Background: an optimization exercise with open tools, aiming at small area. Do not read the settings as production practice.
Where RTL was checked, it was by simulation tests only, not by an equivalence proof against the original.
Power figures rest on the tool's default switching activity, not on a simulated workload.

==> module bus_subsystem, before the edit <==
module bus_subsystem (
  input  logic        ck,
  input  logic        rst,
  output logic        master_in_notify,
  input  logic        master_in_sync,
  input  logic        master_in_trans,
  input  logic [31:0] master_in_addr,
  input  logic [31:0] master_in_data,
  output logic        master_out_notify,
  input  logic        master_out_sync,
  output logic        master_out_ack,
  output logic [31:0] master_out_data
);
  localparam logic [8*32-1:0] rom_words = {
    32'h8000_0000, 32'h7fff_ffff, 32'ha5a5_5a5a, 32'h0f0f_0f0f,
    32'hffff_0000, 32'h89ab_cdef, 32'h1234_5678, 32'h0000_0001
  };
  localparam logic [7:0] wport0 = 8'b0001_0001;
  localparam logic [7:0] wport1 = 8'b0001_0001;
  localparam logic [7:0] wport2 = 8'b0000_0001;
  localparam logic [7:0] rport0 = 8'b0100_1001;
  localparam logic [7:0] rport1 = 8'b0001_0001;
  localparam logic [7:0] rport2 = 8'b0000_0001;
  logic        in_n;     
  logic        out_n;    
  logic [2:0]  cnt;      
  logic [1:0]  win_q;
  logic [2:0]  pos_q;    
  logic        wr_q;
  logic        reg_q;    
  logic        ack_q;
  logic [2:0]  t;
  logic        done;     
  logic [31:0] r;
  logic        accept;
  logic        mapped;
  logic [1:0]  in_win;
  logic [2:0]  in_off;
  logic        rd_in;    
  logic        busy;
  logic        in_n_n;   
  logic        out_n_n;  
  logic [2:0]  t_n;      
  logic        done_n;   
  assign accept = in_n & master_in_sync;
  assign mapped = ~|master_in_addr[31:5];
  assign in_win = master_in_addr[4:3];
  assign in_off = master_in_addr[2:0];
  assign rd_in  = accept & ~master_in_trans & mapped;
  assign busy   = ~in_n & ~out_n;
  assign t_n    = t + 3'd1;
  assign done_n = done | (t == 3'd7);
  always_comb begin
    in_n_n  = in_n;
    out_n_n = out_n;
    if (accept) begin
      in_n_n  = 1'b0;
      out_n_n = ~mapped;
    end else if (out_n) begin
      if (master_out_sync) begin
        out_n_n = 1'b0;
        in_n_n  = 1'b1;
      end
    end else if (busy && cnt == '0) begin
      out_n_n = 1'b1;
    end
  end
  always_ff @(posedge ck or posedge rst) begin
    if (rst) begin
      in_n  <= 1'b1;
      out_n <= 1'b0;
      reg_q <= 1'b0;
      t     <= '0;
      done  <= 1'b0;
    end else begin
      t     <= t_n;
      done  <= done_n;
      in_n  <= in_n_n;
      out_n <= out_n_n;
      if (accept) begin
        reg_q <= mapped & (in_win != 2'd3);
      end
    end
  end
  always_ff @(posedge ck) begin
    if (accept) begin
      case (in_win)
        2'd1:    cnt <= 3'd3;
        2'd2:    cnt <= 3'd6;
        default: cnt <= 3'd1;
      endcase
      win_q <= in_win;
      wr_q  <= master_in_trans;
      ack_q <= master_in_trans & mapped & (in_win == 2'd3);
    end else begin
      cnt <= cnt - 3'd1;
    end
  end
  logic [31:0] m0 [8];
  logic [31:0] m1 [8];
  logic [31:0] m2 [8];
  logic [7:0]  ws0, ws1, ws2;    
  logic [7:0]  wh0, wh1, wh2;    
  logic [7:0]  wn0, wn1, wn2;    
  logic [7:0]  rs0, rs1, rs2;    
  logic [7:0]  rn0, rn1, rn2;    
  logic [7:0]  ra0, ra2;         
  logic        reg_n, wr_n, rd_n;
  logic [1:0]  win_n;
  logic [2:0]  a_n;              
  logic        sw01, sw2;        
  logic [2:0]  a_in;             
  logic        byp;              
  logic [31:0] cap;
  assign reg_n = accept ? (mapped & (in_win != 2'd3)) : reg_q;
  assign wr_n  = accept ? master_in_trans : wr_q;
  assign rd_n  = reg_n & ~wr_n & ~in_n_n;
  assign win_n = accept ? in_win : win_q;
  assign a_in  = in_off + t;
  assign a_n   = (accept ? a_in : pos_q) + 3'd1;
  assign byp   = reg_q & wr_q & (win_q == 2'd0) & (pos_q == a_in);
  assign sw01  = ~done_n & ~t_n[2];
  assign sw2   = ~done_n;
  always_ff @(posedge ck) begin
    pos_q <= a_n;
  end
  always_comb begin
    for (int p = 0; p < 8; p++) begin
      wn0[p] = wport0[p] && reg_n && wr_n && win_n == 2'd0 && a_n == 3'(p - 1);
      wn1[p] = wport1[p] && reg_n && wr_n && win_n == 2'd1 && a_n == 3'(p - 1);
      wn2[p] = wport2[p] && reg_n && wr_n && win_n == 2'd2 && a_n == 3'(p - 1);
      rn0[p] = rport0[p] && rd_n && win_n == 2'd0 && a_n == 3'(p) && (done_n || t_n > 3'(p % 4));
      rn1[p] = rport1[p] && rd_n && win_n == 2'd1 && a_n == 3'(p) && (done_n || t_n > 3'(p % 4));
      rn2[p] = rport2[p] && rd_n && win_n == 2'd2 && a_n == 3'(p) && (done_n || t_n > 3'(p));
      ra0[p] = rport0[p] && rd_in && in_win == 2'd0 && a_in == 3'(p) && (done || t > 3'(p % 4)) && !byp;
      ra2[p] = rport2[p] && rd_in && in_win == 2'd2 && a_in == 3'(p) && (done || t > 3'(p));
    end
    cap = '0;
    for (int p = 0; p < 8; p++) begin
      if (rs0[p] | ra0[p]) cap = cap | m0[p];
      if (rs1[p])          cap = cap | m1[p];
      if (rs2[p] | ra2[p]) cap = cap | m2[p];
    end
  end
  always_ff @(posedge ck or posedge rst) begin
    if (rst) begin
      ws0 <= '0;
      ws1 <= '0;
      ws2 <= '0;
      wh0 <= '0;
      wh1 <= '0;
      wh2 <= '0;
      rs0 <= '0;
      rs1 <= '0;
      rs2 <= '0;
    end else begin
      ws0 <= wn0;
      ws1 <= wn1;
      ws2 <= wn2;
      wh0 <= ~wn0 & {8{~sw01}};
      wh1 <= ~wn1 & {8{~sw01}};
      wh2 <= ~wn2 & {8{~sw2}};
      rs0 <= rn0;
      rs1 <= rn1;
      rs2 <= rn2;
    end
  end
  always_ff @(posedge ck) begin
    for (int p = 0; p < 8; p++) begin
      if (wport0[p]) m0[p] <= ({32{ws0[p]}} & r) | ({32{wh0[p]}} & m0[(p + 7) % 8]);
      else           m0[p] <= m0[(p + 7) % 8];
      if (wport1[p]) m1[p] <= ({32{ws1[p]}} & r) | ({32{wh1[p]}} & m1[(p + 7) % 8]);
      else           m1[p] <= m1[(p + 7) % 8];
      if (wport2[p]) m2[p] <= ({32{ws2[p]}} & r) | ({32{wh2[p]}} & m2[(p + 7) % 8]);
      else           m2[p] <= m2[(p + 7) % 8];
    end
  end
  logic        hold;     
  logic        ld_d;     
  logic        ld_rom;   
  assign hold   = ~accept | (rd_in & (in_win == 2'd0) & byp);
  assign ld_d   = accept & master_in_trans;
  assign ld_rom = rd_in & (in_win == 2'd3);
  always_ff @(posedge ck) begin
    r <= ({32{hold}} & r) | ({32{ld_d}} & master_in_data) |
         ({32{ld_rom}} & rom_words[32*in_off +: 32]) | cap;
  end
  assign master_in_notify  = in_n;
  assign master_out_notify = out_n;
  assign master_out_ack    = ack_q;
  assign master_out_data   = wr_q ? '0 : r;
endmodule
==> flow/config.mk <==
export PLATFORM = sky130hd
export DESIGN_NAME = bus_subsystem
export DESIGN_NICKNAME = bus_subsystem
export VERILOG_FILES = /design/flow/design.v
export SDC_FILE = /design/flow/constraint.sdc
export NUM_CORES = 4
export LEC_CHECK = 0
export CAP_MARGIN = 20
export CORE_MARGIN = 2
export CORE_UTILIZATION = 40
export SLEW_MARGIN = 20
==> flow/constraint.sdc <==
create_clock -name core_clock -period 4.0 [get_ports {ck}]
set_input_delay 0.8000 -clock core_clock [delete_from_list [all_inputs] [get_ports {ck}]]
set_output_delay 0.8000 -clock core_clock [all_outputs]
set_load 0.01 [all_outputs]
standard.sh (not shown) runs the stock make flow with config.mk's settings and CLKGATE_MAP_FILE= SYNTH_SCRIPT=/design/flow/synth_recipe.tcl, a recipe that flattens the netlist after the stock synthesis.
==> flow/flow/run.sh <==
#!/bin/bash
# The standard layout (standard.sh: ORFS floorplan, power grid, placement,
# routing) with these changes for cell area:
#  - synthesis: the standard flow's script, but ABC maps for area (flow/synth.tcl),
#  - port buffers use the smallest buffer (every port still gets one),
#  - clock tree: clkbuf_8 sink clusters, no dummy loads.
# make's output goes to flow_make.log; ORFS's per-step logs stay in orfs/logs.
set -euo pipefail
here=$(pwd)
export AREA_ABC_SCRIPT=$here/flow/abc_area.script
bash standard.sh \
  "SYNTH_SCRIPT=$here/flow/synth.tcl" \
  "BUFFER_PORTS_ARGS=-buffer_cell sky130_fd_sc_hd__buf_1" \
  "CTS_ARGS=-sink_clustering_enable -repair_clock_nets -buf_list sky130_fd_sc_hd__clkbuf_8 -sink_clustering_size 20 -sink_clustering_max_diameter 55 -dont_use_dummy_load" \
  finish > flow_make.log 2>&1
==> flow/flow/abc_area.script <==
&get -n
&st
&dch -f
&nf -a -R 1000
&st
&dch -f
&nf -a -R 1000
&put
==> flow/flow/synth.tcl <==
# The standard flow's synthesis script (synth_recipe.tcl) with one change: ABC maps the
# combinational logic with an area-oriented script (abc_area.script beside
# this file) in place of ORFS's speed script. Everything else, flip-flop
# mapping included, is the standard synthesis, so the registers are the same.
proc synth {args} { yosys synth -nofsm -noshare {*}$args }
proc abc {args} {
  set i [lsearch -exact $args -script]
  if { $i >= 0 } { lset args [expr {$i + 1}] $::env(AREA_ABC_SCRIPT) }
  yosys abc {*}$args
}
source $::env(SCRIPTS_DIR)/synth.tcl
# left out here: clear keep_hierarchy, flatten, clean up, hide names made inside functions, write 1_2_yosys.v
Change:
--- a/flow/design.v
+++ b/flow/design.v
@@ -27,10 +27,10 @@
   logic [2:0]  cnt;      
   logic [1:0]  win_q;
-  logic [2:0]  pos_q;    
+  logic [2:0]  off_q;
   logic        wr_q;
   logic        reg_q;    
   logic        ack_q;
   logic [2:0]  t;
-  logic        done;     
+  logic [3:0]  c;        
   logic [31:0] r;
   logic        accept;
@@ -42,6 +42,5 @@
   logic        in_n_n;   
   logic        out_n_n;  
-  logic [2:0]  t_n;      
-  logic        done_n;   
+  logic [3:0]  c_n;      
   assign accept = in_n & master_in_sync;
   assign mapped = ~|master_in_addr[31:5];
@@ -50,6 +49,5 @@
   assign rd_in  = accept & ~master_in_trans & mapped;
   assign busy   = ~in_n & ~out_n;
-  assign t_n    = t + 3'd1;
-  assign done_n = done | (t == 3'd7);
+  assign c_n    = c[3] ? c : c + 4'd1;
   always_comb begin
     in_n_n  = in_n;
@@ -73,8 +71,8 @@
       reg_q <= 1'b0;
       t     <= '0;
-      done  <= 1'b0;
+      c     <= '0;
     end else begin
-      t     <= t_n;
-      done  <= done_n;
+      t     <= t + 3'd1;
+      c     <= c_n;
       in_n  <= in_n_n;
       out_n <= out_n_n;
@@ -92,4 +90,5 @@
       endcase
       win_q <= in_win;
+      off_q <= in_off;
       wr_q  <= master_in_trans;
       ack_q <= master_in_trans & mapped & (in_win == 2'd3);
@@ -110,5 +109,4 @@
   logic [1:0]  win_n;
   logic [2:0]  a_n;              
-  logic        sw01, sw2;        
   logic [2:0]  a_in;             
   logic        byp;              
@@ -118,12 +116,7 @@
   assign rd_n  = reg_n & ~wr_n & ~in_n_n;
   assign win_n = accept ? in_win : win_q;
+  assign a_n   = (accept ? in_off : off_q) + t + 3'd1;
   assign a_in  = in_off + t;
-  assign a_n   = (accept ? a_in : pos_q) + 3'd1;
-  assign byp   = reg_q & wr_q & (win_q == 2'd0) & (pos_q == a_in);
-  assign sw01  = ~done_n & ~t_n[2];
-  assign sw2   = ~done_n;
-  always_ff @(posedge ck) begin
-    pos_q <= a_n;
-  end
+  assign byp   = reg_q & wr_q & (win_q == 2'd0) & (off_q == in_off);
   always_comb begin
     for (int p = 0; p < 8; p++) begin
@@ -131,9 +124,9 @@
       wn1[p] = wport1[p] && reg_n && wr_n && win_n == 2'd1 && a_n == 3'(p - 1);
       wn2[p] = wport2[p] && reg_n && wr_n && win_n == 2'd2 && a_n == 3'(p - 1);
-      rn0[p] = rport0[p] && rd_n && win_n == 2'd0 && a_n == 3'(p) && (done_n || t_n > 3'(p % 4));
-      rn1[p] = rport1[p] && rd_n && win_n == 2'd1 && a_n == 3'(p) && (done_n || t_n > 3'(p % 4));
-      rn2[p] = rport2[p] && rd_n && win_n == 2'd2 && a_n == 3'(p) && (done_n || t_n > 3'(p));
-      ra0[p] = rport0[p] && rd_in && in_win == 2'd0 && a_in == 3'(p) && (done || t > 3'(p % 4)) && !byp;
-      ra2[p] = rport2[p] && rd_in && in_win == 2'd2 && a_in == 3'(p) && (done || t > 3'(p));
+      rn0[p] = rport0[p] && rd_n && win_n == 2'd0 && a_n == 3'(p) && c_n > 4'(p % 4);
+      rn1[p] = rport1[p] && rd_n && win_n == 2'd1 && a_n == 3'(p) && c_n > 4'(p % 4);
+      rn2[p] = rport2[p] && rd_n && win_n == 2'd2 && a_n == 3'(p) && c_n > 4'(p);
+      ra0[p] = rport0[p] && rd_in && in_win == 2'd0 && a_in == 3'(p) && c > 4'(p % 4) && !byp;
+      ra2[p] = rport2[p] && rd_in && in_win == 2'd2 && a_in == 3'(p) && c > 4'(p);
     end
     cap = '0;
@@ -159,7 +152,7 @@
       ws1 <= wn1;
       ws2 <= wn2;
-      wh0 <= ~wn0 & {8{~sw01}};
-      wh1 <= ~wn1 & {8{~sw01}};
-      wh2 <= ~wn2 & {8{~sw2}};
+      wh0 <= ~wn0 & {8{c_n >= 4'd4}};
+      wh1 <= ~wn1 & {8{c_n >= 4'd4}};
+      wh2 <= ~wn2 & {8{c_n >= 4'd8}};
       rs0 <= rn0;
       rs1 <= rn1;
Count of clock-buffer cells in the layout climbs by 1; sequential cell count climbs by 3; non-clock buffer count climbs by 1; global-route usage climbs by 0.14 points; total power hardly moves; worst setup slack gets worse by 5.5 ps; wire length climbs by 0.33%; synthesized area hardly moves; fmax stays flat; critical path depth drops by 2; sequential share of layout area climbs by 0.16 points.
Function not checked in the second run of this note: the RTL went through the layout flow alone.

==> re-timing with driven ports <==
The results above use ideal ports. As a check the final layouts listed here were re-extracted and re-timed, cells and wires unchanged.
Step 1 assumes that a clkbuf_16 drives the clock port and a buf_2 every other input.
Step 2 moves the port delays by t, midway between the first and last clock arrival at a register: inputs arrive t later, outputs are due t later. That takes back most of the time a late clock gives input paths.
Three values: ideal, step 1, step 2; two values: the first two.
run | shift t [ns] | setup WS [ns] | worst setup path at the end | worst slew at a driven data input, ns
the first run | 0.681 | 1.002 / 1.002 / 0.509 | input to register | 0.05
the second run | 0.687 | 0.997 / 0.997 / 0.513 | input to register | 0.10
After both steps every run listed still meets setup and hold. The setup slack of the first run, which loses most, moves by 0.000 ns with the drivers and by -0.493 ns with both steps.
